Source: an optimization exercise on an open RTL-to-GDS flow (aim: small area, a short achievable clock period and few clock cycles per item). Production flows keep margins and buffers that such runs may drop.
In this exercise RTL edits were held to simulation tests only and were not proved equivalent to the original.
No activity file was given, so power comes from the tool's default toggle rates.

## datapath
module datapath #(
   parameter int INSTR_DEPTH = 4,    
   parameter int RES_CREDITS = 2
) (
   input  logic                CLK,
   input  logic                rst_n,
   input  logic                instr_valid,
   input  logic [31:0]         instr,
   output logic                instr_credit,
   output logic                res_valid,
   output logic [4:0]          res_wsel,
   output logic [31:0]         res_wdat,
   output logic                res_regwr,
   output logic                res_illegal,
   input  logic                res_credit
);
For scale: roughly 4900 cells after synthesis, about 77 I/O pins, about 66000 µm² of cells after synthesis.
Settings: LEC_CHECK=0, CAP_MARGIN=20, CORE_MARGIN=2, CORE_UTILIZATION=40, CTS_BUF_LIST=sky130_fd_sc_hd__clkbuf_16, CTS_CLUSTER_DIAMETER=100, CTS_CLUSTER_SIZE=22, SETUP_SLACK_MARGIN=3.5, SLEW_MARGIN=20, SYNTH_HIERARCHICAL=1; clock period 6.2 ns.
run.sh (not shown) runs the stock make flow with config.mk's settings and CLKGATE_MAP_FILE= SYNTH_SCRIPT=/design/flow/synth_recipe.tcl, a recipe that flattens the netlist after the stock synthesis.
The first run finished with timing, DRC and antenna clean.
Testbench counts at the start, summed over its fixed seeds: cycles 16,032, items 16,000.
Then changed:
--- a/flow/config.mk
+++ b/flow/config.mk
@@ -9,8 +9,5 @@
 export CORE_MARGIN = 2
 export CORE_UTILIZATION = 40
-export CTS_BUF_LIST = sky130_fd_sc_hd__clkbuf_16
-export CTS_CLUSTER_DIAMETER = 100
-export CTS_CLUSTER_SIZE = 22
-export SETUP_SLACK_MARGIN = 3.5
+export SETUP_SLACK_MARGIN = 3.7
 export SLEW_MARGIN = 20
 export SYNTH_HIERARCHICAL = 1
What happened:
- power goes up by about a fifth
- via count goes up by a few percent
- sequential share of layout area goes down by 3.5 points
- global-route usage goes up by 1.2 points
- register-to-register slack is better by 0.12 ns
- die area is unchanged
- cell area goes up by a few percent
- area after synthesis does not change
Then changed:
--- a/flow/config.mk
+++ b/flow/config.mk
@@ -9,5 +9,8 @@
 export CORE_MARGIN = 2
 export CORE_UTILIZATION = 40
-export SETUP_SLACK_MARGIN = 3.7
+export CTS_BUF_LIST = sky130_fd_sc_hd__clkbuf_16
+export CTS_CLUSTER_DIAMETER = 90
+export CTS_CLUSTER_SIZE = 20
+export SETUP_SLACK_MARGIN = 3.5
 export SLEW_MARGIN = 20
 export SYNTH_HIERARCHICAL = 1
The new run passed the timing, DRC and antenna checks.
Count of clock-buffer cells in the layout goes down by 99.
Cell area went down by a few percent.
Setup slack improved by 0.073 ns.
Synthesized cell count stays the same.
Final cell count decreases by a few percent.
Die area stays the same.
Wire length goes down by a few percent.
Area after synthesis stays the same.
Worst hold slack gains 0.0089 ns.
Then changed:
--- a/flow/config.mk
+++ b/flow/config.mk
@@ -8,5 +8,5 @@
 export CAP_MARGIN = 20
 export CORE_MARGIN = 2
-export CORE_UTILIZATION = 40
+export CORE_UTILIZATION = 45
 export CTS_BUF_LIST = sky130_fd_sc_hd__clkbuf_16
 export CTS_CLUSTER_DIAMETER = 90
Outcome:
- clock-buffer cell count is lower by 2
- routed wire length goes up by 6.1%
- synthesized area is unchanged
Then changed:
--- a/flow/config.mk
+++ b/flow/config.mk
@@ -8,8 +8,5 @@
 export CAP_MARGIN = 20
 export CORE_MARGIN = 2
-export CORE_UTILIZATION = 45
-export CTS_BUF_LIST = sky130_fd_sc_hd__clkbuf_16
-export CTS_CLUSTER_DIAMETER = 90
-export CTS_CLUSTER_SIZE = 20
+export CORE_UTILIZATION = 40
 export SETUP_SLACK_MARGIN = 3.5
 export SLEW_MARGIN = 20
Effect: Cell area is higher by 4.2%; worst setup slack is worse by 0.033 ns; clock skew falls by 0.0099 ns; sequential power stays flat; critical path depth does not change; worst hold slack gets worse by 0.0032 ns; register-to-register slack stays flat.

========
Another version of the RTL of datapath (not shown whole).
clock: 6.2 ns
lec_check: 0
cap_margin: 20
core_margin: 2
core_utilization: 40
setup_slack_margin: 3.4
slew_margin: 20
synth_hierarchical: 1
tns_end_percent: 10
The first run went through all stages and came out clean.
Testbench counts at the start, summed over its fixed seeds: cycles 16,032, items 16,000.
==> next run, changes <==
TNS_END_PERCENT = not set   (was 10)
Combinational power rose by about 7%.
Setup slack improved by 0.058 ns.
Worst hold slack is worse by 0.0059 ns.
Non-clock buffer count goes up by 111.
Design area came out higher by 1.9%.
Critical path depth went down by 2.
Final cell count climbs by 1.7%.
Sequential share of layout area fell by 0.97 points.
First-iteration DRC count rose by 6.0%.

## re-timing with driven ports
How much do the figures lean on ideal ports? The routed layouts below were timed once more, with nothing changed but the port constraints.
Step 1: set_driving_cell puts a clkbuf_16 on CLK and a buf_2 on each other input, an assumption about the parent block.
Step 2 moves the port delays by t, midway between the first and last clock arrival at a register: inputs arrive t later, outputs are due t later. That takes back most of the time a late clock gives input paths.
Slacks: ideal ports / drivers / drivers and shift; pairs: ideal ports / drivers.
run	t (ns)	slack for setup (ns)	worst hold slack (ns)	latest minus earliest clock arrival (ns)	worst data-port slew with drivers (ns)
the first run of note 1	0.776	3.507 / 3.442 / 3.279	0.425 / 0.425 / 0.425	0.040 / 0.039	0.09
the second run of note 1	0.877	3.440 / 3.353 / 3.317	0.419 / 0.419 / 0.419	0.037 / 0.037	0.09
the third run of note 1	0.782	3.513 / 3.434 / 3.286	0.428 / 0.428 / 0.428	0.029 / 0.029	0.09
the fourth run of note 1	0.800	3.483 / 3.403 / 3.329	0.422 / 0.422 / 0.422	0.040 / 0.039	0.04
the fifth run of note 1	0.867	3.450 / 3.377 / 3.282	0.419 / 0.419 / 0.419	0.036 / 0.035	0.09
the first run of note 2	0.867	3.218 / 3.176 / 3.218	0.417 / 0.417 / 0.417	0.034 / 0.035	0.03
the second run of note 2	0.857	3.277 / 3.246 / 3.277	0.411 / 0.411 / 0.411	0.042 / 0.043	0.04
After both steps setup and hold are still met in every run listed. The setup slack of the first run of note 1, which loses most, moves by -0.065 ns with the drivers and by -0.228 ns with both steps.
